This design comes from an exercise in tuning for small area, a short achievable clock period and few clock cycles per item on the open sky130 flow, not from production work.
Function was checked by simulation only, so behaviour that the tests miss may differ from the original.
Power is estimated from default activity; no workload was simulated.

==> flow/design.v (outline; a module is shown in full before it is edited, if it fits) <==
// module cce_coeff_store: 29 lines
// module cce_step_unit: 783 lines
// module cce_seq: 140 lines
// module chebyshev_clenshaw_evaluator_top: 186 lines
module chebyshev_clenshaw_evaluator_top #(
    parameter int MAX_TERMS = cce_pkg::MAX_TERMS_DEF,
    parameter int NRING     = 2
) (
    input  wire logic                                aclk,
    input  wire logic                                aresetn,
    input  wire logic                                cfg_valid,
    output logic                                     cfg_ready,
    input  wire logic [cce_pkg::DEG_W-1:0]           cfg_data,
    input  wire logic                                s_valid,
    output logic                                     s_ready,
    input  wire logic [cce_pkg::KIND_W-1:0]          s_kind,
    input  wire logic [cce_pkg::INDEX_W-1:0]         s_coeff_index,
    input  wire logic signed [cce_pkg::COEFF_W-1:0]  s_coeff_value,
    input  wire logic signed [cce_pkg::POINT_W-1:0]  s_point,
    output logic                                     m_valid,
    input  wire logic                                m_ready,
    output logic signed [cce_pkg::ACC_W-1:0]         m_value,
    output logic                                     m_saturated
);
  // ...
==> flow/flow/run.sh <==
#!/bin/bash
set -euo pipefail
MARGIN=${MARGIN:-7}
bash standard.sh finish \
  "SETUP_SLACK_MARGIN=${MARGIN}" \
  "BUFFER_PORTS_ARGS=-buffer_cell sky130_fd_sc_hd__buf_4" \
  > standard_make.log 2>&1
==> flow/standard.sh <==
#!/bin/bash
# synth_recipe.tcl (not shown) runs the flow's synth.tcl, then flattens the netlist and writes it again
# the make line also repeats each setting of config.mk as NAME=value (left out here)
make -C /OpenROAD-flow-scripts/flow DESIGN_CONFIG=/design/flow/config.mk WORK_HOME=/design/flow/orfs CLKGATE_MAP_FILE= SYNTH_SCRIPT=/design/flow/synth_recipe.tcl "${@:-finish}"
==> flow/config.mk <==
export PLATFORM = sky130hd
export DESIGN_NAME = chebyshev_clenshaw_evaluator_top
export DESIGN_NICKNAME = chebyshev_clenshaw_evaluator_top
export VERILOG_FILES = /design/flow/design.v
export SDC_FILE = /design/flow/constraint.sdc
export NUM_CORES = 4
export LEC_CHECK = 0
export ABC_CLOCK_PERIOD_IN_PS = 3000
export CAP_MARGIN = 20
export CORE_MARGIN = 2
export CORE_UTILIZATION = 40
export SLEW_MARGIN = 20
==> flow/constraint.sdc <==
create_clock -name core_clock -period 11.0 [get_ports {aclk}]
set_input_delay 2.2000 -clock core_clock [delete_from_list [all_inputs] [get_ports {aclk}]]
set_output_delay 2.2000 -clock core_clock [all_outputs]
set_load 0.01 [all_outputs]
==> qor.yml, run 1 <==
run_status: "complete, no violations"
slew_headroom: 0.184
place_ws_ns: 6.18
port_buffers: 82
cts_buffers: 103
n_antenna_cell: 0
wirelength_met1_mm: 80.5
timing.max_cap.violations: 0
setup_ws_ns: 7.04
arithmetic_cell_share_of_the_synthesized_area_counting_full_adders_half_adders_and_majority_gates: 0.190
layout.cells.most_common_list: "dfxtp_1, a22oi_1, inv_1"
detail_route.iter0.violations: 4379
vias: 43744
viasPerCell: 5.77
internal_power_uw: 11500
cts-resized-gates: 20
kind_of_launch_point_of_the_worst_setup_path: "flop"
hold_path_depth: 0
reg2reg_from: "g_ring[1].u_ring.bth1_reg[13]"
area.sequential_um2: 23000
path_cells: "a22oi_1 -> xor2_1 -> fa_1 -> fa_1 -> fa_1 -> inv_1 -> fa_1"
detailedRoute.firstPassIterationCount: 6
muxShareOfSynthArea: 0.0677
grtUsageMet1: 0.327
post_cts.repair.setup_buffers: 3
clock_insertion_delay_worst_skew_ns: 0.74
layout.comb_gates.multi_input: 3676
clkSlewWorstSetupHoldPaths_ns: 0.07
netlist_instances: 5632
avgSynthCellArea_um2: 10.9
fp-row-count: 143
grt_start_max_net_pins: 75
final.hold.worst_slack_ns: 0.318
seq_power_uw: 5260
worstSetupEndpointType: "flop"
grt.overflow.total: 0
power-per-cell-area_nw_per_um2: 314
fin_total_pwr_uw: 21200
final.signal_buffer_count: 179
num_io_pins: 84
Testbench counts, summed over its fixed seeds: cycles 20,480, items 4,096.
==> module cce_seq, before the edit <==
module cce_seq #(
    parameter int TAG_W = 2
) (
    input  wire logic                               aclk,
    input  wire logic                               aresetn,
    output logic                                    mid2,      
    output logic                                    idle2,     
    output logic                                    fin2,      
    output logic                                    done2,     
    output logic [TAG_W-1:0]                        tag2,
    output logic                                    reads,     
    output logic [cce_pkg::ACC_W-1:0]               res_val,
    output logic                                    res_sat,
    output logic [cce_pkg::INDEX_W-1:0]             rd_addr,
    input  wire logic [cce_pkg::COEFF_W-1:0]        rd_data,
    input  wire logic                               rd_top,     
    input  wire logic [cce_pkg::INDEX_W-1:0]        top_addr,   
    input  wire logic [cce_pkg::INDEX_W-1:0]        ins_addr,   
    input  wire logic                               deliver,
    input  wire logic                               ins,
    input  wire logic [TAG_W-1:0]                   ins_tag,
    input  wire logic [cce_pkg::BTH_W-1:0]          ins_bth,
    input  wire logic [cce_pkg::COEFF_W-1:0]        ins_b       
);
    localparam int AW = cce_pkg::ACC_W;
    localparam int DW = cce_pkg::DD_W;
    localparam int RW = cce_pkg::ROW_W;
    localparam int BW = cce_pkg::BTH_W;
    logic [1:0]       st1_reg;
    logic [3:0]       k1_reg;
    logic             f1_reg;
    logic [TAG_W-1:0] g1_reg;
    logic [BW-1:0]    bth1_reg;
    logic [AW-1:0]    b1_reg;
    logic [DW-1:0]    dd1_reg;
    logic [3:0]       rda1_reg;       
    logic             rds1_reg;       
    logic             mid2_reg;       
    logic             fin2_reg;       
    logic             park2_reg;      
    logic [3:0]       k2_reg;
    logic             f2_reg;
    logic [TAG_W-1:0] g2_reg;
    logic [BW-1:0]    bth2_reg;
    logic [AW-1:0]    b2_reg;
    logic [cce_pkg::COEFF_W-1:0] c2_reg;
    logic             rds2_reg;
    logic [RW-1:0]    ra2_reg;
    logic [RW-1:0]    rb2_reg;
    logic [RW-1:0] ra_n, rb_n;
    logic [DW-1:0] dd_row;
    assign dd_row = (k1_reg == 4'd0) ? {dd1_reg[DW-2:0], 1'b0} : dd1_reg;
    cce_step_unit u_step (
        .one (bth1_reg[7:0]),
        .two (bth1_reg[15:8]),
        .neg (bth1_reg[23:16]),
        .b   (b1_reg),
        .dd  (dd_row),
        .ra  (ra_n),
        .rb  (rb_n)
    );
    assign rd_addr = rda1_reg;
    logic [RW-1:0]  s;
    logic [AW-1:0]  mid_value, last_value;
    logic           mid_clip, last_clip;
    assign s = ra2_reg + rb2_reg;
    always_comb begin
        mid_clip  = !((s[47:44] == 4'b0000) || (s[47:44] == 4'b1111));
        mid_value = s[44:13];
        if (mid_clip) begin
            mid_value = s[47] ? cce_pkg::ACC_MIN : cce_pkg::ACC_MAX;
        end
        last_clip  = !((s[47:45] == 3'b000) || (s[47:45] == 3'b111));
        last_value = s[45:14];
        if (last_clip) begin
            last_value = s[47] ? cce_pkg::ACC_MIN : cce_pkg::ACC_MAX;
        end
    end
    logic [DW-1:0] dd_n;
    assign dd_n = DW'(signed'(c2_reg)) - (rds2_reg ? DW'(signed'(b2_reg)) : '0);
    logic park2, park_now;
    assign mid2     = mid2_reg;
    assign fin2     = fin2_reg;
    assign park2    = park2_reg;
    assign idle2    = !(mid2 || fin2 || park2);
    assign done2    = fin2 || park2;
    assign tag2     = g2_reg;
    assign park_now = done2 && !deliver;
    assign reads    = ((st1_reg == cce_pkg::LN_RUN) && (k1_reg != 4'd0)) || mid2;
    assign res_val = park2 ? b2_reg : last_value;
    assign res_sat = park2 ? f2_reg : (f2_reg | last_clip);
    always_ff @(posedge aclk) begin
        mid2_reg  <= (st1_reg == cce_pkg::LN_RUN) && (k1_reg != 4'd0);
        fin2_reg  <= (st1_reg == cce_pkg::LN_RUN) && (k1_reg == 4'd0);
        park2_reg <= (st1_reg == cce_pkg::LN_PARK);
        k2_reg    <= k1_reg;
        f2_reg    <= f1_reg;
        g2_reg    <= g1_reg;
        bth2_reg  <= bth1_reg;
        b2_reg    <= b1_reg;
        c2_reg    <= rd_data;
        rds2_reg  <= rds1_reg;
        ra2_reg   <= ra_n;
        rb2_reg   <= rb_n;
        if (mid2) begin
            st1_reg <= cce_pkg::LN_RUN;
        end else if (park_now) begin
            st1_reg <= cce_pkg::LN_PARK;
        end else if (ins) begin
            st1_reg <= cce_pkg::LN_RUN;
        end else begin
            st1_reg <= cce_pkg::LN_IDLE;
        end
        k1_reg   <= mid2 ? (k2_reg - 4'd1) : ins_addr;
        bth1_reg <= mid2 ? bth2_reg : ins_bth;
        dd1_reg  <= dd_n;
        if (mid2 && (k2_reg != 4'd1)) begin
            rds1_reg <= 1'b1;
            rda1_reg <= k2_reg - 4'd2;
        end else if (!mid2 && ins && (ins_addr != 4'd0)) begin
            rds1_reg <= 1'b1;
            rda1_reg <= ins_addr - 4'd1;
        end else begin
            rds1_reg <= 1'b0;
            rda1_reg <= ins_addr;
        end
        if (rd_top) begin
            rda1_reg <= top_addr;
        end
        g1_reg   <= (mid2 || park_now) ? g2_reg : ins_tag;
        f1_reg   <= mid2 ? (f2_reg | mid_clip) : (park_now && res_sat);
        b1_reg   <= mid2 ? mid_value : (park_now ? res_val : AW'(signed'(ins_b)));
        if (!aresetn) begin
            st1_reg <= cce_pkg::LN_IDLE;
            mid2_reg  <= 1'b0;
            fin2_reg  <= 1'b0;
            park2_reg <= 1'b0;
        end
    end
endmodule
==> module chebyshev_clenshaw_evaluator_top, before the edit <==
module chebyshev_clenshaw_evaluator_top #(
    parameter int MAX_TERMS = cce_pkg::MAX_TERMS_DEF,
    parameter int NRING     = 2
) (
    input  wire logic                                aclk,
    input  wire logic                                aresetn,
    input  wire logic                                cfg_valid,
    output logic                                     cfg_ready,
    input  wire logic [cce_pkg::DEG_W-1:0]           cfg_data,
    input  wire logic                                s_valid,
    output logic                                     s_ready,
    input  wire logic [cce_pkg::KIND_W-1:0]          s_kind,
    input  wire logic [cce_pkg::INDEX_W-1:0]         s_coeff_index,
    input  wire logic signed [cce_pkg::COEFF_W-1:0]  s_coeff_value,
    input  wire logic signed [cce_pkg::POINT_W-1:0]  s_point,
    output logic                                     m_valid,
    input  wire logic                                m_ready,
    output logic signed [cce_pkg::ACC_W-1:0]         m_value,
    output logic                                     m_saturated
);
    localparam int CW = cce_pkg::COEFF_W;
    localparam int PW = cce_pkg::POINT_W;
    localparam int AW = cce_pkg::ACC_W;
    localparam int BW = cce_pkg::BTH_W;
    localparam int NR = NRING;
    localparam int TW = (NRING > 2) ? 3 : 2;
    logic                 s_ready_reg;
    logic                 buf_v_reg;
    logic                 buf_kind_reg;
    logic [3:0]           buf_idx_reg;
    logic [CW-1:0]        buf_val_reg;
    logic                 ldq_v_reg;
    logic [3:0]           ldq_idx_reg;
    logic [CW-1:0]        ldq_val_reg;
    logic [3:0]           degree_reg;
    logic [CW-1:0]        ctop_reg;       
    logic                 dirty_reg;      
    logic                 blk1_reg;       
    logic                 blk2_reg;
    logic [TW-1:0]        ins_cnt_reg;
    logic [TW-1:0]        del_cnt_reg;
    logic                 out_v_reg;
    logic [AW-1:0]        out_val_reg;
    logic                 out_sat_reg;
    logic          req_v, req_kind;
    logic [3:0]    req_idx;
    logic [CW-1:0] req_val;
    logic [PW-1:0] req_pt;
    logic [BW-1:0] req_bth;
    assign req_v    = buf_v_reg || s_valid;
    assign req_kind = buf_v_reg ? buf_kind_reg : s_kind;
    assign req_idx  = buf_v_reg ? buf_idx_reg : s_coeff_index;
    assign req_val  = buf_v_reg ? buf_val_reg : s_coeff_value;
    assign req_pt   = buf_v_reg ? buf_val_reg[PW-1:0] : s_point;
    assign req_bth  = cce_pkg::booth(req_pt);
    logic [NR-1:0]          mid2, idle2, fin2, done2, reads;
    logic [NR-1:0][TW-1:0]  tag2;
    logic [NR-1:0][AW-1:0]  res_val;
    logic [NR-1:0]          res_sat;
    logic [NR-1:0][3:0]     rd_addr;
    logic [NR-1:0][CW-1:0]  rd_data;
    logic [NR-1:0]          deliver_r, free_r, can_r, ins_r;
    logic [NR-1:0]          ins_d_reg;      
    logic [NR-1:0][CW-1:0]  rdd_reg;        
    logic [3:0] ins_addr;
    assign ins_addr = (degree_reg == 4'd0) ? 4'd0 : degree_reg - 4'd1;
    logic ins_any, ld, deliver;
    assign ld      = req_v && (req_kind == cce_pkg::KIND_LOAD) && !(|reads);
    assign ins_any = req_v && (req_kind == cce_pkg::KIND_EVAL) && (|can_r);
    assign deliver = |deliver_r;
    for (genvar r = 0; r < NR; r++) begin : g_ring
        assign deliver_r[r] = done2[r] && (tag2[r] == del_cnt_reg) && (!out_v_reg || m_ready);
        assign free_r[r]    = idle2[r] || (fin2[r] && deliver_r[r]);
        if (r == 0) begin : g_first
            assign can_r[r] = free_r[r] && !blk1_reg && !blk2_reg;
        end else begin : g_next
            assign can_r[r] = free_r[r] && ins_d_reg[r-1];
            assign rd_data[r] = rdd_reg[r-1];
        end
        if (r == NR - 1) begin : g_top
            assign ins_r[r] = ins_any && can_r[r];
        end else begin : g_low
            assign ins_r[r] = ins_any && can_r[r] && !(|can_r[NR-1:r+1]);
        end
        cce_seq #(
            .TAG_W (TW)
        ) u_ring (
            .aclk     (aclk),
            .aresetn  (aresetn),
            .mid2     (mid2[r]),
            .idle2    (idle2[r]),
            .fin2     (fin2[r]),
            .done2    (done2[r]),
            .tag2     (tag2[r]),
            .reads    (reads[r]),
            .res_val  (res_val[r]),
            .res_sat  (res_sat[r]),
            .rd_addr  (rd_addr[r]),
            .rd_data  (rd_data[r]),
            .rd_top   ((r == 0) && cfg_valid),
            .top_addr (cfg_data),
            .ins_addr (ins_addr),
            .deliver  (deliver_r[r]),
            .ins      (ins_r[r]),
            .ins_tag  (ins_cnt_reg),
            .ins_bth  (req_bth),
            .ins_b    (ctop_reg)
        );
    end
    logic [AW-1:0] dlv_val;
    logic          dlv_sat;
    always_comb begin
        dlv_val = res_val[0];
        dlv_sat = res_sat[0];
        for (int r = 1; r < NR; r++) begin
            if (done2[r] && (tag2[r] == del_cnt_reg)) begin
                dlv_val = res_val[r];
                dlv_sat = res_sat[r];
            end
        end
    end
    cce_coeff_store #(
        .NRD (1)
    ) u_store (
        .aclk     (aclk),
        .aresetn  (aresetn),
        .wr_en    (ldq_v_reg),
        .wr_index (ldq_idx_reg),
        .wr_data  (ldq_val_reg),
        .rd_addr  (rd_addr[0]),
        .rd_data  (rd_data[0])
    );
    assign s_ready   = s_ready_reg;
    assign cfg_ready = 1'b1;
    always_ff @(posedge aclk) begin
        if (ins_any) begin
            ins_cnt_reg <= ins_cnt_reg + 1'b1;
        end
        if (deliver) begin
            del_cnt_reg <= del_cnt_reg + 1'b1;
            out_val_reg <= dlv_val;
            out_sat_reg <= dlv_sat;
        end
        out_v_reg <= deliver || (out_v_reg && !m_ready);
        ins_d_reg <= ins_r;
        rdd_reg   <= rd_data;
        if (!buf_v_reg) begin
            buf_kind_reg <= s_kind;
            buf_idx_reg  <= s_coeff_index;
            buf_val_reg  <= (s_kind == cce_pkg::KIND_EVAL) ? CW'(s_point) : s_coeff_value;
        end
        buf_v_reg   <= req_v && !(ins_any || ld);
        s_ready_reg <= !(req_v && !(ins_any || ld));
        ldq_v_reg   <= ld;
        ldq_idx_reg <= req_idx;
        ldq_val_reg <= req_val;
        if (cfg_valid) begin
            degree_reg <= cfg_data;
        end
        if (ldq_v_reg && (ldq_idx_reg == degree_reg)) begin
            ctop_reg <= (degree_reg == 4'd0) ? '0 : ldq_val_reg;
        end else if (dirty_reg) begin
            ctop_reg <= (degree_reg == 4'd0) ? '0 : rd_data[0];
        end
        dirty_reg <= cfg_valid;
        blk1_reg  <= cfg_valid || ld;
        blk2_reg  <= blk1_reg;
        if (!aresetn) begin
            ins_cnt_reg <= '0;
            ins_d_reg   <= '0;
            del_cnt_reg <= '0;
            out_v_reg   <= 1'b0;
            buf_v_reg   <= 1'b0;
            s_ready_reg <= 1'b1;
            ldq_v_reg   <= 1'b0;
            degree_reg  <= '0;
            ctop_reg    <= '0;
            dirty_reg   <= 1'b0;
            blk1_reg    <= 1'b1;
            blk2_reg    <= 1'b1;
        end
    end
    assign m_valid     = out_v_reg;
    assign m_value     = out_val_reg;
    assign m_saturated = out_sat_reg;
endmodule
==> run 2, diff against run 1 <==
--- a/flow/design.v
+++ b/flow/design.v
@@ -865,6 +865,7 @@
     input  wire logic                               rd_top,     
     input  wire logic [cce_pkg::INDEX_W-1:0]        top_addr,   
     input  wire logic [cce_pkg::INDEX_W-1:0]        ins_addr,   
+    input  wire logic                               ins_last,   
     input  wire logic                               deliver,
     input  wire logic                               ins,
     input  wire logic [TAG_W-1:0]                   ins_tag,
@@ -884,6 +885,7 @@
     logic [DW-1:0]    dd1_reg;
     logic [3:0]       rda1_reg;       
     logic             rds1_reg;       
+    logic             lst1_reg;       
     logic             mid2_reg;       
     logic             fin2_reg;       
     logic             park2_reg;      
@@ -894,17 +896,16 @@
     logic [AW-1:0]    b2_reg;
     logic [cce_pkg::COEFF_W-1:0] c2_reg;
     logic             rds2_reg;
+    logic             lst2_reg;
     logic [RW-1:0]    ra2_reg;
     logic [RW-1:0]    rb2_reg;
     logic [RW-1:0] ra_n, rb_n;
-    logic [DW-1:0] dd_row;
-    assign dd_row = (k1_reg == 4'd0) ? {dd1_reg[DW-2:0], 1'b0} : dd1_reg;
     cce_step_unit u_step (
         .one (bth1_reg[7:0]),
         .two (bth1_reg[15:8]),
         .neg (bth1_reg[23:16]),
         .b   (b1_reg),
-        .dd  (dd_row),
+        .dd  (dd1_reg),
         .ra  (ra_n),
         .rb  (rb_n)
     );
@@ -925,8 +926,12 @@
             last_value = s[47] ? cce_pkg::ACC_MIN : cce_pkg::ACC_MAX;
         end
     end
-    logic [DW-1:0] dd_n;
-    assign dd_n = DW'(signed'(c2_reg)) - (rds2_reg ? DW'(signed'(b2_reg)) : '0);
+    logic [DW-1:0] x, y, dd_n;
+    assign x    = lst2_reg ? {DW'(signed'(c2_reg)), 1'b0} : DW'(signed'(c2_reg));
+    assign y    = rds2_reg ? (lst2_reg ? {b2_reg[AW-1], b2_reg[AW-1], b2_reg, 1'b0}
+                                       : {{3{b2_reg[AW-1]}}, b2_reg})
+                           : '0;
+    assign dd_n = x - y;
     logic park2, park_now;
     assign mid2     = mid2_reg;
     assign fin2     = fin2_reg;
@@ -949,6 +954,7 @@
         b2_reg    <= b1_reg;
         c2_reg    <= rd_data;
         rds2_reg  <= rds1_reg;
+        lst2_reg  <= lst1_reg;
         ra2_reg   <= ra_n;
         rb2_reg   <= rb_n;
         if (mid2) begin
@@ -965,12 +971,15 @@
         dd1_reg  <= dd_n;
         if (mid2 && (k2_reg != 4'd1)) begin
             rds1_reg <= 1'b1;
+            lst1_reg <= (k2_reg == 4'd2);
             rda1_reg <= k2_reg - 4'd2;
         end else if (!mid2 && ins && (ins_addr != 4'd0)) begin
             rds1_reg <= 1'b1;
+            lst1_reg <= (ins_addr == 4'd1);
             rda1_reg <= ins_addr - 4'd1;
         end else begin
             rds1_reg <= 1'b0;
+            lst1_reg <= ins_last;
             rda1_reg <= ins_addr;
         end
         if (rd_top) begin
@@ -991,7 +1000,7 @@
 `default_nettype none
 module chebyshev_clenshaw_evaluator_top #(
     parameter int MAX_TERMS = cce_pkg::MAX_TERMS_DEF,
-    parameter int NRING     = 2
+    parameter int NRING     = 1
 ) (
     input  wire logic                                aclk,
     input  wire logic                                aresetn,
@@ -1050,28 +1059,22 @@
     logic [NR-1:0]          res_sat;
     logic [NR-1:0][3:0]     rd_addr;
     logic [NR-1:0][CW-1:0]  rd_data;
-    logic [NR-1:0]          deliver_r, free_r, can_r, ins_r;
-    logic [NR-1:0]          ins_d_reg;      
-    logic [NR-1:0][CW-1:0]  rdd_reg;        
+    logic [NR-1:0]          deliver_r, free_r, ins_r;
     logic [3:0] ins_addr;
+    logic       ins_last;
     assign ins_addr = (degree_reg == 4'd0) ? 4'd0 : degree_reg - 4'd1;
+    assign ins_last = (degree_reg <= 4'd1);
     logic ins_any, ld, deliver;
     assign ld      = req_v && (req_kind == cce_pkg::KIND_LOAD) && !(|reads);
-    assign ins_any = req_v && (req_kind == cce_pkg::KIND_EVAL) && (|can_r);
+    assign ins_any = req_v && (req_kind == cce_pkg::KIND_EVAL) && (|free_r) && !blk1_reg && !blk2_reg;
     assign deliver = |deliver_r;
     for (genvar r = 0; r < NR; r++) begin : g_ring
         assign deliver_r[r] = done2[r] && (tag2[r] == del_cnt_reg) && (!out_v_reg || m_ready);
         assign free_r[r]    = idle2[r] || (fin2[r] && deliver_r[r]);
         if (r == 0) begin : g_first
-            assign can_r[r] = free_r[r] && !blk1_reg && !blk2_reg;
+            assign ins_r[r] = ins_any && free_r[r];
         end else begin : g_next
-            assign can_r[r] = free_r[r] && ins_d_reg[r-1];
-            assign rd_data[r] = rdd_reg[r-1];
-        end
-        if (r == NR - 1) begin : g_top
-            assign ins_r[r] = ins_any && can_r[r];
-        end else begin : g_low
-            assign ins_r[r] = ins_any && can_r[r] && !(|can_r[NR-1:r+1]);
+            assign ins_r[r] = ins_any && free_r[r] && !(|free_r[r-1:0]);
         end
         cce_seq #(
             .TAG_W (TW)
@@ -1091,6 +1094,7 @@
             .rd_top   ((r == 0) && cfg_valid),
             .top_addr (cfg_data),
             .ins_addr (ins_addr),
+            .ins_last (ins_last),
             .deliver  (deliver_r[r]),
             .ins      (ins_r[r]),
             .ins_tag  (ins_cnt_reg),
@@ -1111,15 +1115,15 @@
         end
     end
     cce_coeff_store #(
-        .NRD (1)
+        .NRD (NR)
     ) u_store (
         .aclk     (aclk),
         .aresetn  (aresetn),
         .wr_en    (ldq_v_reg),
         .wr_index (ldq_idx_reg),
         .wr_data  (ldq_val_reg),
-        .rd_addr  (rd_addr[0]),
-        .rd_data  (rd_data[0])
+        .rd_addr  (rd_addr),
+        .rd_data  (rd_data)
     );
     assign s_ready   = s_ready_reg;
     assign cfg_ready = 1'b1;
@@ -1133,8 +1137,6 @@
             out_sat_reg <= dlv_sat;
         end
         out_v_reg <= deliver || (out_v_reg && !m_ready);
-        ins_d_reg <= ins_r;
-        rdd_reg   <= rd_data;
         if (!buf_v_reg) begin
             buf_kind_reg <= s_kind;
             buf_idx_reg  <= s_coeff_index;
@@ -1158,7 +1160,6 @@
         blk2_reg  <= blk1_reg;
         if (!aresetn) begin
             ins_cnt_reg <= '0;
-            ins_d_reg   <= '0;
             del_cnt_reg <= '0;
             out_v_reg   <= 1'b0;
             buf_v_reg   <= 1'b0;
==> run 2 against run 1 <==
Critical endpoint is now g_ring[0].u_ring.dd1_reg[27]; sequential share of layout area up 5.5 points; worst setup slack better by 0.018 ns; synthesized cell count down 39%; flip-flop and latch count down 278; global-route usage down 2.5 points; still clean on timing, DRC and antenna.
==> qor.yml, run 2 <==
run_status: "complete, no violations"
postSynth.asyncResetShare: 0
grtUsageTotal: 0.215
layout.cells.most_common: "edfxtp_1"
yosys.area.top_type: "edfxtp_1"
timing.final.crit_share: 0.358
dpl.hpwl_mm: 73.8
vias_in_the_first_global_route: 26746
place_ws_ns: 6.11  # -0.0662 ns
clock-skew-final_ns: 0.0183
cts-root-to-sink-buffers: 3
post_synth_main_area_contributors: "edfxtp_1, dfxtp_1, fa_1, a22oi_1, mux4_2"
final_period_minus_worst_setup_slack_ns: 3.94
grt_start_max_net_pins: 66  # -12%
drc: 0
port_buffers: 82  # unchanged
wire_length_of_the_first_global_routing_pass_mm: 167
num_io_pins: 84  # unchanged
final-instance-count-excl-fill: 4756
worstSetupEndpointType: "flop"
yosysMostFrequentCell: "dfxtp_1"
ff_latch_count_synth: 696
viasPerCell: 5.60  # -3.0%
area_growth_syn_to_layout_pct: 11.5
place_area_um2: 41200
synth_top_cell_area_share: 0.261
power.ir.vdd_worst_v: 0.000206
fp-row-count: 115  # -20%
timing.max_cap.violations: 0  # unchanged
synth.yosys.warnings: 3
avgSynthCellArea_um2: 11.4  # +5.4%
rsz0062_at_grt: "yes"
detail_route.iter0.violations: 2370  # -46%
drtAntennaViolNets: 0
final.hold.worst_slack_ns: 0.332  # +0.0142 ns
floorplan_die_area_um2: 101000
report.final.hold_viol_count: 0
netlist_instances: 3448  # -39%
drive_gt1_frac: 0.159
avgRoutedWirePerCell_um: 23.3
numClockSinks: 696
clkSlewWorstSetupHoldPaths_ns: 0.06  # about the same
timing_worst_slew_pin_value_ns: 1.21
power.static_leakage_uw: 0.0164
dominantRegCellSynth: "dfxtp_1"
cts_buffers: 75  # -27%
floorplan.core_area_um2: 98100
finalWeightedCongestion: 0.898
die-height_um: 318
final_setup_violation_count: 0
finalNetCount: 3796
drv_slew: 0
tritoncts: "yes"
kind_of_launch_point_of_the_worst_setup_path: "flop"
final_total_negative_setup_slack_ns: 0
final_area_um2: 44000
synth_sequential_area_ratio: 0.440
layout.cells.most_common_list: "edfxtp_1, dfxtp_1, inv_1"
synthTopCellsByCount: "dfxtp_1, edfxtp_1, inv_1"
number_of_flip_flops_in_the_largest_register: 288
cts_root_buffer: "clkbuf_16"
arrival_ns: 4.43
slew_headroom: 0.193  # +0.00878
grt.overflow.total: 0  # unchanged
hp-class: "reg -> reg"
postSynthNetCount: 3833
grt_antenna_before_repair: 2
setup_ws_ns: 7.06  # +0.0179 ns
totalWireLength_mm: 111
max_clock_freq_mhz: 254
floorplan.initialDensity: 0.402
detailedRoute.firstPassIterationCount: 8  # +2
netlist-cell-type-count: 96
n_antenna_cell: 0  # unchanged
synth_edf_count: 343
timing_worst_setup_path_type: "reg -> reg"
power-per-cell-area_nw_per_um2: 256  # -19%
vias: 26636  # -39%
worst_endpoint_required_time_ns: 11.49
floorplan.die.width_um: 318
syn_area_um2: 39500
htree_num_levels: 3
post-place-cells: 4612
clock_insertion_delay_worst_skew_ns: 0.63  # -0.11 ns
worst-path-max-fanout: 26
==> run 2: critical path, cell delays in order, from the launching register on <==
cell      delay (ns)
dfxtp_2         0.42
buf_12          0.21
mux2_2          0.35
nand2_1         0.08
ha_1            0.22
nor2b_1         0.13
o21ai_1         0.18
a21oi_1         0.13
o21ai_0         0.24
a21oi_1         0.18
or4_1           0.55
a31oi_2         0.29
o21ai_1         0.21
a211oi_2        0.29
a22oi_1         0.12
xor2_1          0.16
==> run 2: per-stage QoR <==
stage / total power, µW / utilization
finish: 11300 / 0.448
global route: 12000 / 0.448
CTS: 11200 / 0.446
detailed placement: 8520 / 0.420
global placement: 8500 / 0.420
floorplan: 6970 / -
==> run 2: cell type report <==
type	instances	area [µm²]
flip-flops and latches	696	17400
well taps	1287	1610
inverters	309	1160
fillers	9049	54100
repair buffers	138	1090
clock inverters	33	363
multi-input cells	2191	20200
clock buffers	102	2200
==> run 2: path summary, 6_finish.rpt <==
kind / from / end / slack (ns) / cells past startpoint
worst min register to register: g_ring[0].u_ring.lst1_reg / g_ring[0].u_ring.lst2_reg / 0.33 / 0
worst max-delay path: g_ring[0].u_ring.lst2_reg / g_ring[0].u_ring.dd1_reg[27] / 7.06 / 15
worst max register to register: g_ring[0].u_ring.lst2_reg / g_ring[0].u_ring.dd1_reg[27] / 7.06 / 15
worst min-delay path: g_ring[0].u_ring.lst1_reg / g_ring[0].u_ring.lst2_reg / 0.33 / 0
==> run 2: kinds of logic (layout without fill, tap and decap cells) <==
family,after synthesis,in the layout,share of synthesized area
AND/OR/NAND/NOR,558,560,0.0665
multiplexers,202,202,0.0785
adder cells (fa/ha/maj),337,337,0.150
AO/OA/AOI/OAI,735,737,0.129
XOR/XNOR,354,354,0.0799
other,1,1,0.0000950
buffers and inverters,565,582,0.0557
flip-flops,696,696,0.440
==> run 2: where the power goes <==
part	switching, µW	internal [µW]	total [µW]
registers	217	3180	3390
logic	3380	1890	5280
clock network	1060	1530	2580
total	4660	6600	11300
==> run 2: routing by layer <==
layer | GRT usage | wire length [µm] | up-vias
met5 | 0 | 0 | -
met1 | 0.304 | 49200 | 13394
met4 | 0.0689 | 3260 | 0
li1 | - | - | 11994
met3 | 0.0350 | 7910 | 192
met2 | 0.340 | 50300 | 1056
==> run 2: repair_timing <==
action | CTS | global route
resized for setup | 9 | 22
pin swaps | 0 | 3
hold buffers | 0 | 0
setup buffers | 1 | 3
gates cloned | 0 | 5
endpoints found under the setup margin | 50 | 75
Testbench counts of run 2, summed over its fixed seeds: cycles 39,168, items 4,096.
==> run 3, diff against run 2 <==
--- a/flow/design.v
+++ b/flow/design.v
@@ -1000,7 +1000,7 @@
 `default_nettype none
 module chebyshev_clenshaw_evaluator_top #(
     parameter int MAX_TERMS = cce_pkg::MAX_TERMS_DEF,
-    parameter int NRING     = 1
+    parameter int NRING     = 2
 ) (
     input  wire logic                                aclk,
     input  wire logic                                aresetn,
==> run 3 against run 2 <==
Wire length grew 93%; die area grew 64%; worst setup slack gained 0.022 ns; largest cell class unchanged; flip-flop and latch count grew 285; still clean on timing, DRC and antenna; clock power grew 45%.
==> qor.yml, run 3 <==
run_status: "complete, no violations"
timing_worst_slew_pin_value_ns: 1.18  # -0.0293 ns
grt_start_max_net_pins: 64  # -3.0%
gr-usage-met2: 0.407  # +0.0679
netlist-cell-type-count: 114  # +19%
max_clock_freq_mhz: 255  # +0.57%
avgSynthCellArea_um2: 10.8  # -5.8%
report.final.hold_viol_count: 0  # unchanged
power.ir.vdd_worst_v: 0.000189  # -8.4%
htree_num_levels: 3  # unchanged
yosysMostFrequentCell: "dfxtp_1"
layout.cells.most_common_list: "dfxtp_1, inv_1, a22oi_1"
totalWireLength_mm: 214  # +93%
port_buffers: 82  # unchanged
path_cells: "ha_1 -> a211o_1 -> a211o_1 -> o21a_1 -> a21oi_2 -> a211oi_1 -> a211oi_2 -> mux2i_2 -> nand3_1 -> nand2_2 -> nand3_1 -> a221o_1"
internal_power_uw: 10900  # +65%
power-per-cell-area_nw_per_um2: 281  # +10%
netlist_instances: 6056  # +76%
number_of_flip_flops_in_the_largest_register: 288  # unchanged
detail_route.iter0.violations: 5088  # +110%
postSynth.asyncResetShare: 0  # unchanged
floorplan.die.width_um: 408  # +28%
final_util: 0.442  # -0.00660
grtUsageMet1: 0.336  # +0.0318
vias: 48063  # +80%
cts_hold_buf: 0  # unchanged
wire_length_of_the_first_global_routing_pass_mm: 318  # +90%
postSynthNetCount: 6769  # +77%
clkSlewWorstSetupHoldPaths_ns: 0.07  # about the same
dpl.hpwl_mm: 148  # +100%
cpLargestDelayFamily: "compound AO/OA/AOI/OAI gates"
final_period_minus_worst_setup_slack_ns: 3.92  # -0.0223 ns
synth_edf_count: 343  # unchanged
switching_share: 0.462  # +0.0481
grtUsageMet3: 0.0449  # +0.00988
floorplan.core_area_um2: 162000  # +65%
power.share.sequential: 0.248  # -0.053
hp-class: "reg -> reg"
avgRoutedWirePerCell_um: 26.2  # +13%
crit_path_max_incr_delay_ns: 0.41  # -0.14 ns
wp_buf_inv: 0  # -1
dominantRegCellSynth: "dfxtp_1"
power.static_leakage_uw: 0.0273  # +66%
viasPerCell: 5.90  # +5.3%
finalWeightedCongestion: 0.937  # +4.4%
fin_total_pwr_uw: 20200  # +79%
timing.max_cap.violations: 0  # unchanged
drc: 0  # unchanged
area_growth_syn_to_layout_pct: 9.90
syn_area_um2: 65300  # +65%
vias_in_the_first_global_route: 49186  # +84%
post_synth_main_area_contributors: "dfxtp_1, edfxtp_1, fa_1, a22oi_1, mux4_2"
globalRoute.busiestLayer: "met2"
timing.final.crit_share: 0.356  # -0.00203
detailedRoute.firstPassIterationCount: 6  # -2
worst_endpoint_required_time_ns: 11.64  # +0.15 ns
clock-skew-final_ns: 0.0683  # +0.0500 ns
final_setup_violation_count: 0  # unchanged
drtAntennaViolNets: 0  # unchanged
layout.cells.most_common: "dfxtp_1"
grt_antenna_before_repair: 16  # +14
cts_root_buffer: "clkbuf_16"
grt.overflow.total: 0  # unchanged
synth_top_cell_area_share: 0.196  # -0.0653
finalNetCount: 6586  # +73%
worstSetupEndpointType: "flop"
numClockSinks: 981  # +41%
floorplan_die_area_um2: 166000  # +64%
drv_slew: 0  # unchanged
drive_gt1_frac: 0.153  # -0.00609
synth_sequential_area_ratio: 0.353  # -0.0866
setup_ws_ns: 7.08  # +0.0223 ns
timing_worst_setup_path_type: "reg -> reg"
synthTopCellsByCount: "dfxtp_1, inv_1, a22oi_1"
critical_path_s_slowest_cell: "a211oi_2"
floorplan.initialDensity: 0.402  # about the same
synth.yosys.warnings: 3  # unchanged
arrival_ns: 4.55  # +0.12 ns
num_io_pins: 84  # unchanged
place_ws_ns: 6.24  # +0.126 ns
die-height_um: 408  # +28%
rsz0062_at_grt: "yes"
kind_of_launch_point_of_the_worst_setup_path: "flop"
power.switching_uw: 9330  # +100%
grtUsageTotal: 0.251  # +0.0358
fp-row-count: 148  # +29%
worst-path-max-fanout: 5  # -81%
clock_insertion_delay_worst_skew_ns: 0.76  # +0.13 ns
part_of_the_power_in_the_clock_network: 0.185  # -0.045
final_total_negative_setup_slack_ns: 0  # unchanged
cts-root-to-sink-buffers: 3  # unchanged
ff_latch_count_synth: 981  # +41%
tritoncts: "yes"
yosys.area.top_type: "dfxtp_1"
final.hold.worst_slack_ns: 0.325  # -0.00764 ns
slew_headroom: 0.209  # +0.0154
p_comb_frac: 0.567  # +0.098
cts_buffers: 107  # +43%
==> run 3: changes by cell type after synthesis, moves of 84 or more <==
cell / before / now
clkbuf_1: 198 / 362
fa_1: 229 / 458
mux4_2: 77 / 171
xor2_1: 179 / 347
nand2_1: 227 / 336
inv_1: 306 / 574
ha_1: 108 / 207
dfxtp_1: 353 / 638
xnor2_1: 171 / 322
a22oi_1: 267 / 526
a21oi_1: 111 / 213
mux2_2: 90 / 174
==> run 3: kinds of logic after synthesis <==
| family | after synthesis | synth area share |
|---|---|---|
| fa+ha+maj | 665 | 0.180 |
| buf+inv | 1057 | 0.0628 |
| other cells | 1 | 0.0000574 |
| simple gates | 913 | 0.0694 |
| mux | 396 | 0.0972 |
| compound gates | 1374 | 0.147 |
| xor+xnor | 669 | 0.0897 |
| flops | 981 | 0.353 |
==> run 3: routing by layer <==
layer / vias up / part of all wire
li1: 20866 / -
met2: 2239 / 0.47
met1: 24473 / 0.41
met3: 485 / 0.084
met5: - / 0
met4: 0 / 0.036
==> run 3: layout make-up <==
cell class / instances / area, µm²
diodes: 7 / 17.5
multi-input cells: 4018 / 38500
fillers: 15178 / 90700
clock buffers: 148 / 3120
repair buffers: 186 / 1460
well taps: 2175 / 2720
inverters: 579 / 2180
clock inverters: 54 / 592
flip-flops and latches: 981 / 23200
==> run 3: final timing paths <==
kind / from / end / slack (ns) / cells past startpoint
max: g_ring[1].u_ring.rb2_reg[9] / g_ring[1].u_ring.b1_reg[8] / 7.08 / 12
min: g_ring[1].u_ring.lst1_reg / g_ring[1].u_ring.lst2_reg / 0.32 / 0
max reg2reg: g_ring[1].u_ring.rb2_reg[9] / g_ring[1].u_ring.b1_reg[8] / 7.08 / 12
min reg2reg: g_ring[1].u_ring.lst1_reg / g_ring[1].u_ring.lst2_reg / 0.32 / 0
==> run 3: worst register-to-register path, cell delays in order, from the launching register on <==
cell and delay (ns):
dfxtp_1 0.30, ha_1 0.34, a211o_1 0.31, a211o_1 0.31, o21a_1 0.20, a21oi_2 0.31
a211oi_1 0.20, a211oi_2 0.41, mux2i_2 0.42, nand3_1 0.28, nand2_2 0.26, nand3_1 0.12
a221o_1 0.36
==> run 3: power by group through the flow <==
stage	combinational, µW	sequential [µW]	clock [µW]
after floorplan	7680	4780	0
after global routing	12600	5060	3930
after global placement	10800	5060	0
after detailed placement	10900	5080	0
final	11500	5000	3730
after CTS	11100	5000	3790
==> run 3: stage by stage <==
| step | area, µm² | cells |
|---|---|---|
| after floorplan | 65300 | 6056 |
| after global placement | 67500 | 7918 |
| after detailed placement | 67500 | 7919 |
| after CTS | 71400 | 8132 |
| after global routing | 71700 | 8143 |
| final | 71800 | 8148 |
==> run 3: what timing repair did <==
item,in CTS,in global routing
setup endpoints to repair,104,108
setup buffers,11,8
pin swaps,1,6
gates resized for setup,23,51
cloned,0,1
Testbench counts of run 3, summed over its fixed seeds: cycles 20,416, items 4,096.

-- separate check: timing with driven ports --
Ports are ideal in the flow. The routed layouts listed here were re-timed in OpenROAD.
Step 1: set_driving_cell puts a clkbuf_16 on aclk and a buf_2 on each other input, an assumption about the parent block.
Step 2 adds t to the input delays and takes it off the output delays; t is the mean of the earliest and latest rising clock arrival at the registers after step 1. Input paths then give back, and output paths get back, about the clock's delay inside the block.
a / b / c = ideal ports / drivers / drivers and shift; a / b = the first two.
run | t (ns) | setup slack, ns | worst setup path after step 2
run 1 | 0.796 | 7.044 / 7.044 / 6.282 | input to register
run 2 | 0.682 | 7.062 / 7.062 / 6.552 | input to register
run 3 | 0.802 | 7.084 / 7.084 / 6.545 | input to register
After both steps setup and hold are still met in every run listed. The setup slack of run 1, which loses most, moves by 0.000 ns with the drivers and by -0.762 ns with both steps.
